Context: an optimization exercise on an open-source flow, tuned for small area, a short achievable clock period and few clock cycles. The choices shown serve that exercise and are no tape-out recipe. The RTL was checked by simulation tests, not by an equivalence proof against the original design. Power and IR drop assume default switching activity.

==> job 8773 <==
## ex_stage
module ex_stage #(
    parameter int XLEN = 64,
    parameter int MD_W = 32
) (
    input  logic            clk,
    input  logic            reset,
    input  logic            Ex_valid_in,
    input  logic [1:0]      Ex_op_in,
    input  logic [2:0]      Ex_op2_in,
    input  logic [5:0]      Ex_op3_in,
    input  logic [4:0]      Ex_regD_in,
    input  logic [XLEN-1:0] Ex_rs1_in,
    input  logic [XLEN-1:0] Ex_rs2_in,
    input  logic [31:0]     Ex_valD_in,
    input  logic            mem_ready,
    output logic            ex_ready,
    output logic [XLEN-1:0] Ex_alures_out,
    output logic [4:0]      Ex_regD_out,
    output logic [1:0]      Ex_op_out,
    output logic [2:0]      Ex_op2_out,
    output logic [5:0]      Ex_op3_out,
    output logic [31:0]     Ex_valD_out,
    output logic            Ex_divzero_out
);
Settings: LEC_CHECK=0, CAP_MARGIN=20, CORE_MARGIN=2, CORE_UTILIZATION=40, PLACE_DENSITY=0.6, SETUP_SLACK_MARGIN=0.2, SLEW_MARGIN=20; clock period 5.7 ns.
run.sh (not shown) runs the stock make flow with config.mk's settings and CLKGATE_MAP_FILE= SYNTH_SCRIPT=/design/flow/synth_recipe.tcl, a recipe that flattens the netlist after the stock synthesis.
==> inputs of job 9730, as changes to job 8773 <==
--- a/flow/design.v
+++ b/flow/design.v
@@ -34,34 +34,43 @@
     logic [2:0]  ir_op2;
     logic [5:0]  ir_op3;
     logic [4:0]  ir_rd;
     logic [31:0] ir_vd;
     logic [63:0] ir_a, ir_b;
     logic        s_add, s_sub, s_and, s_or, s_xor, s_sh, s_sll, s_sra, s_pb;
     logic [31:0] m_reg, q_reg;
     logic [5:0]  cnt;
-    logic        sgn, dneg, dz, dqz, nxa;
+    logic        sgn, dneg, dz, dqz, nxa, mfirst;
     logic [63:0] sum, shy, shres, alu_res;
+    logic        res_en;
     logic        fill;
     function automatic logic [63:0] rev64(input logic [63:0] x);
         for (int i = 0; i < 64; i++) rev64[i] = x[63-i];
     endfunction
     ks_add #(64) u_alu_add (.a(ir_a), .b(ir_b), .cin(s_sub), .s(sum), .cout());
     assign fill = s_sra & ir_a[63];
     assign shy  = 64'($signed({fill, ir_a}) >>> ir_b[5:0]);
     assign shres = s_sll ? rev64(shy) : shy;
-    assign alu_res = ({64{s_add | s_sub}} & sum)
-                   | ({64{s_and}} & (ir_a & ir_b))
-                   | ({64{s_or}}  & (ir_a | ir_b))
-                   | ({64{s_xor}} & (ir_a ^ ir_b))
-                   | ({64{s_sh}}  & shres)
-                   | ({64{s_pb}}  & ir_b);
+    logic g_add, g_and, g_or, g_xor, g_sh, g_pb;
+    assign g_add = (s_add | s_sub) & res_en;
+    assign g_and = s_and & res_en;
+    assign g_or  = s_or  & res_en;
+    assign g_xor = s_xor & res_en;
+    assign g_sh  = s_sh  & res_en;
+    assign g_pb  = s_pb  & res_en;
+    assign alu_res = ({64{g_add}} & sum)
+                   | ({64{g_and}} & (ir_a & ir_b))
+                   | ({64{g_or}}  & (ir_a | ir_b))
+                   | ({64{g_xor}} & (ir_a ^ ir_b))
+                   | ({64{g_sh}}  & shres)
+                   | ({64{g_pb}}  & ir_b);
     logic go, ret, acc;
     assign go       = (st == S_ALU) || (st == S_FIN);
+    assign res_en   = ir_v && go;
     assign ex_ready = mem_ready && rdy_q;
     assign acc      = Ex_valid_in && ex_ready;
     assign ret      = mem_ready && ir_v && go;
     function automatic logic [5:0] clz32(input logic [31:0] x);
         logic [7:0] z4;
         logic [1:0] l4 [8];
         logic [3:0] z8;
         logic [2:0] l8 [4];
@@ -95,53 +104,49 @@
     assign d_and = (Ex_op_in == 2'b10) && (Ex_op3_in == 6'b000001);
     assign d_or  = (Ex_op_in == 2'b10) && (Ex_op3_in == 6'b000010);
     assign d_xor = (Ex_op_in == 2'b10) && (Ex_op3_in == 6'b000011);
     assign d_sll = (Ex_op_in == 2'b10) && (Ex_op3_in == 6'b100101);
     assign d_sra = (Ex_op_in == 2'b10) && (Ex_op3_in == 6'b100111);
     assign d_sh  = d_sll || d_sra || ((Ex_op_in == 2'b10) && (Ex_op3_in == 6'b100110));
     assign d_pb  = (Ex_op_in == 2'b00) && (Ex_op2_in == 3'b100);
     function automatic logic [2:0] nchunks(input logic [31:0] v, input logic s);
+        logic c4, c3, c2;
         if (s) begin
-            if      (!(&v[31:23] || ~|v[31:23])) nchunks = 3'd4;
-            else if (!(&v[23:15] || ~|v[23:15])) nchunks = 3'd3;
-            else if (!(&v[15:7]  || ~|v[15:7]))  nchunks = 3'd2;
-            else                                 nchunks = 3'd1;
+            c4 = !(&v[31:23] || ~|v[31:23]);
+            c3 = !(&v[23:15] || ~|v[23:15]);
+            c2 = !(&v[15:7]  || ~|v[15:7]);
         end else begin
-            if      (|v[31:24]) nchunks = 3'd4;
-            else if (|v[23:16]) nchunks = 3'd3;
-            else if (|v[15:8])  nchunks = 3'd2;
-            else                nchunks = 3'd1;
+            c4 = |v[31:24];
+            c3 = |v[23:16];
+            c2 = |v[15:8];
         end
+        nchunks = {c4, c4 | c3, c4 | c3 | c2};
     endfunction
-    logic [2:0] na_in, nb_in;
+    function automatic logic [31:0] qalign(input logic [31:0] v, input logic [2:0] t);
+        qalign = t[2] ? v : t[1] ? {v[23:0], 8'd0} : t[0] ? {v[15:0], 16'd0} : {v[7:0], 24'd0};
+    endfunction
+    logic [2:0] ta_in, tb_in;
     logic       swp;
-    assign na_in = nchunks(Ex_rs1_in[31:0], d_sgn);
-    assign nb_in = nchunks(Ex_rs2_in[31:0], d_sgn);
-    assign swp   = na_in < nb_in;
+    assign ta_in = nchunks(Ex_rs1_in[31:0], d_sgn);
+    assign tb_in = nchunks(Ex_rs2_in[31:0], d_sgn);
+    assign swp   = |(tb_in & ~ta_in);
     logic [5:0] lza_in, lzb_in, lza, lzb;
     assign lza_in = clz32((d_sgn & Ex_rs1_in[31]) ? ~Ex_rs1_in[31:0] : Ex_rs1_in[31:0]);
     assign lzb_in = clz32((d_sgn & Ex_rs2_in[31]) ? ~Ex_rs2_in[31:0] : Ex_rs2_in[31:0]);
-    logic [31:0] m_in, q_in, q_al;
-    logic [2:0]  n_in;
-    logic        d_mul, utop;
+    logic [31:0] m_in, q_al;
+    logic [2:0]  t_in;
+    logic        d_mul;
     logic [63:0] a0_in;
     assign d_mul = d_md && !d_div;
     assign m_in  = swp ? Ex_rs2_in[31:0] : Ex_rs1_in[31:0];
-    assign q_in  = swp ? Ex_rs1_in[31:0] : Ex_rs2_in[31:0];
-    assign n_in  = swp ? na_in : nb_in;
-    always_comb begin
-        case (n_in)
-            3'd4:    begin q_al = q_in;                a0_in = 64'hFFFF_FFFF_5555_5556; end
-            3'd3:    begin q_al = {q_in[23:0], 8'd0};  a0_in = 64'hFFFF_FFFF_5555_5600; end
-            3'd2:    begin q_al = {q_in[15:0], 16'd0}; a0_in = 64'hFFFF_FFFF_5556_0000; end
-            default: begin q_al = {q_in[7:0], 24'd0};  a0_in = 64'hFFFF_FFFF_5600_0000; end
-        endcase
-    end
-    assign utop = !d_sgn && q_al[31];
+    assign q_al  = swp ? qalign(Ex_rs1_in[31:0], ta_in) : qalign(Ex_rs2_in[31:0], tb_in);
+    assign t_in  = swp ? ta_in : tb_in;
+    assign a0_in = t_in[2] ? 64'hFFFF_FFFF_5555_5556 : t_in[1] ? 64'hFFFF_FFFF_5555_5600 :
+                   t_in[0] ? 64'hFFFF_FFFF_5556_0000 : 64'hFFFF_FFFF_5600_0000;
     logic [32:0] m33;
     logic [63:0] s_in, c_in, s_out, c_out;
     logic [63:0] rows [4];
     logic [8:0]  cb;
     logic [7:0]  inj;
     assign m33 = {sgn & m_reg[31], m_reg};
     assign cb  = q_reg[31:23];
     always_comb begin
@@ -154,17 +159,17 @@
             neg = cb[2*k+2];
             mg  = ({34{one}} & {m33[32], m33}) | ({34{two}} & {m33, 1'b0});
             mg  = mg ^ {34{neg}};
             mg[33] = ~mg[33];
             rows[k] = 64'(mg) << (2 * k);
             inj[2*k] = neg;
         end
         s_in = {ir_a[55:0], 8'd0};
-        c_in = {ir_b[55:0], inj};
+        c_in = {ir_b[55:0], inj} | ({64{mfirst & !sgn & q_reg[31]}} & {24'd0, m_reg, 8'd0});
     end
     function automatic logic [127:0] csa(input logic [63:0] x, input logic [63:0] y,
                                          input logic [63:0] z);
         logic [63:0] s, c;
         s = x ^ y ^ z;
         c = ((x & y) | (x & z) | (y & z)) << 1;
         csa = {s, c};
     endfunction
@@ -232,39 +237,41 @@
             ir_op2 <= Ex_op2_in;
             ir_op3 <= Ex_op3_in;
             ir_rd  <= Ex_regD_in;
             ir_vd  <= Ex_valD_in;
             ir_a   <= d_mul ? a0_in : d_sll ? rev64(Ex_rs1_in) : Ex_rs1_in;
             lza    <= lza_in;
             lzb    <= lzb_in;
             nxa    <= d_sgn & Ex_rs1_in[31];
-            ir_b   <= d_mul ? (utop ? {32'd0, m_in} : 64'd0) : d_sub ? ~Ex_rs2_in : Ex_rs2_in;
+            ir_b   <= d_mul ? 64'd0 : d_sub ? ~Ex_rs2_in : Ex_rs2_in;
             st     <= d_md ? (d_div ? S_DS1 : S_MIT) : S_ALU;
             s_add  <= d_add;
             s_sub  <= d_sub;
             s_and  <= d_and;
             s_or   <= d_or;
             s_xor  <= d_xor;
             s_sh   <= d_sh;
             s_sll  <= d_sll;
             s_sra  <= d_sra;
             s_pb   <= d_pb;
             m_reg  <= m_in;
             q_reg  <= q_al;
-            cnt    <= {3'd0, n_in};
+            cnt    <= {3'd0, 3'd1 + {2'd0, t_in[2]} + {2'd0, t_in[1]} + {2'd0, t_in[0]}};
+            mfirst <= 1'b1;
             sgn    <= d_sgn;
             dz     <= 1'b0;
         end else begin
             st <= st_nx;
             case (st)
                 S_MIT: begin
                     ir_a   <= s_out;
                     ir_b   <= c_out;
                     q_reg  <= {q_reg[23:0], 8'd0};
+                    mfirst <= 1'b0;
                     cnt    <= cnt - 6'd1;
                     if (last) begin
                         s_add <= 1'b1;
                         s_sub <= 1'b0; s_and <= 1'b0; s_or <= 1'b0; s_xor <= 1'b0;
                         s_sh  <= 1'b0; s_pb  <= 1'b0;
                     end
                 end
                 S_DS1: begin
@@ -309,26 +316,25 @@
             Ex_alures_out  <= '0;
             Ex_regD_out    <= '0;
             Ex_op_out      <= 2'b00;
             Ex_op2_out     <= 3'b100;
             Ex_op3_out     <= '0;
             Ex_valD_out    <= '0;
             Ex_divzero_out <= 1'b0;
         end else if (mem_ready) begin
-            if (ir_v && go) begin
-                Ex_alures_out  <= alu_res;
+            Ex_alures_out <= alu_res;
+            if (res_en) begin
                 Ex_regD_out    <= ir_rd;
                 Ex_op_out      <= ir_op;
                 Ex_op2_out     <= ir_op2;
                 Ex_op3_out     <= ir_op3;
                 Ex_valD_out    <= ir_vd;
                 Ex_divzero_out <= dz;
             end else begin
-                Ex_alures_out  <= '0;
                 Ex_regD_out    <= '0;
                 Ex_op_out      <= 2'b00;
                 Ex_op2_out     <= 3'b100;
                 Ex_op3_out     <= '0;
                 Ex_valD_out    <= '0;
                 Ex_divzero_out <= 1'b0;
             end
         end
- ABC_CLOCK_PERIOD_IN_PS: default -> 3500
- SETUP_SLACK_MARGIN: 0.2 -> 2.0
==> inputs of job 799, as changes to job 8773 <==
- ABC_CLOCK_PERIOD_IN_PS: default -> 3500
- SETUP_SLACK_MARGIN: 0.2 -> 2.0
==> notes <==
- In job 9730 the hold slack is lower than in job 799, by 0.072 ns.
- Sequential power: job 9730 is larger than job 799 (about 2%).
- Power: job 8773 < job 799 < job 9730.
- The lowest critical path depth belongs to job 8773, the highest to job 799.
- In job 799 the clock skew is lower than in job 9730, by 0.0095 ns.
- Sequential cell count is the same in job 8773 and job 799.
- Cell area, highest first: job 799, job 9730, job 8773.
==> figures <==
quantity	job 8773	job 9730	job 799
Run status	complete, no violations	complete, no violations	complete, no violations
Post-synthesis share of cell area spent on full adders, half adders and majority gates	13.2%	12.8%	13.2%
Total net switching power	9.11 mW	10.8 mW	10.2 mW
Worst-Margin Slew	1.26 ns	1.21 ns	1.14 ns
Core area	0.114 mm²	0.118 mm²	0.114 mm²
Chip height	343 µm	349 µm	343 µm
Slowest Stage Delay on Critical Path	0.76 ns	0.58 ns	0.53 ns
Iteration-0 DRC Markers	8,611	9,103	9,462
Clk pwr share	18.3%	16.6%	16.4%
Net count of the mapped netlist	6,382	6,490	6,382
DIE WIDTH	343 µm	349 µm	343 µm
Number of clock buffer instances in the layout	63	62	70
Placement row count	124	126	124
Source of the worst register-to-register timing path	ir_b[0]$_DFFE_PP_	q_reg[26]$_DFFE_PP_	q_reg[24]$_DFFE_PP_
Final period demand of the worst path	5.14 ns	3.95 ns	4.35 ns
Testbench counts of job 8773, summed over its fixed seeds: cycles 24,589.
Testbench counts of job 9730, summed over its fixed seeds: cycles 24,589.
Testbench counts of job 799, summed over its fixed seeds: cycles 24,589.

-- static timing again, ports no longer ideal --
How much do the figures lean on ideal ports? The routed layouts below were timed once more, with nothing changed but the port constraints.
Step 1: set_driving_cell puts a clkbuf_16 on clk and a buf_2 on each other input, an assumption about the parent block.
Step 2, shift: input delay + t, output delay - t, t = (earliest + latest rising clock arrival at the registers) / 2. This alone moves slack from input paths to output paths.
Slacks: ideal ports / drivers / drivers and shift; pairs: ideal ports / drivers.
| run | shift t [ns] | setup WS [ns] | worst setup path after step 2 |
|---|---|---|---|
| job 8773 | 0.756 | 0.560 / 0.560 / 0.065 | input to register |
| job 9730 | 0.749 | 1.752 / 1.752 / 1.321 | input to register |
| job 799 | 0.751 | 1.353 / 1.395 / 0.644 | input to register |
After both steps setup and hold are still met in every run listed. The setup slack of job 799, which loses most, moves by +0.042 ns with the drivers and by -0.709 ns with both steps.
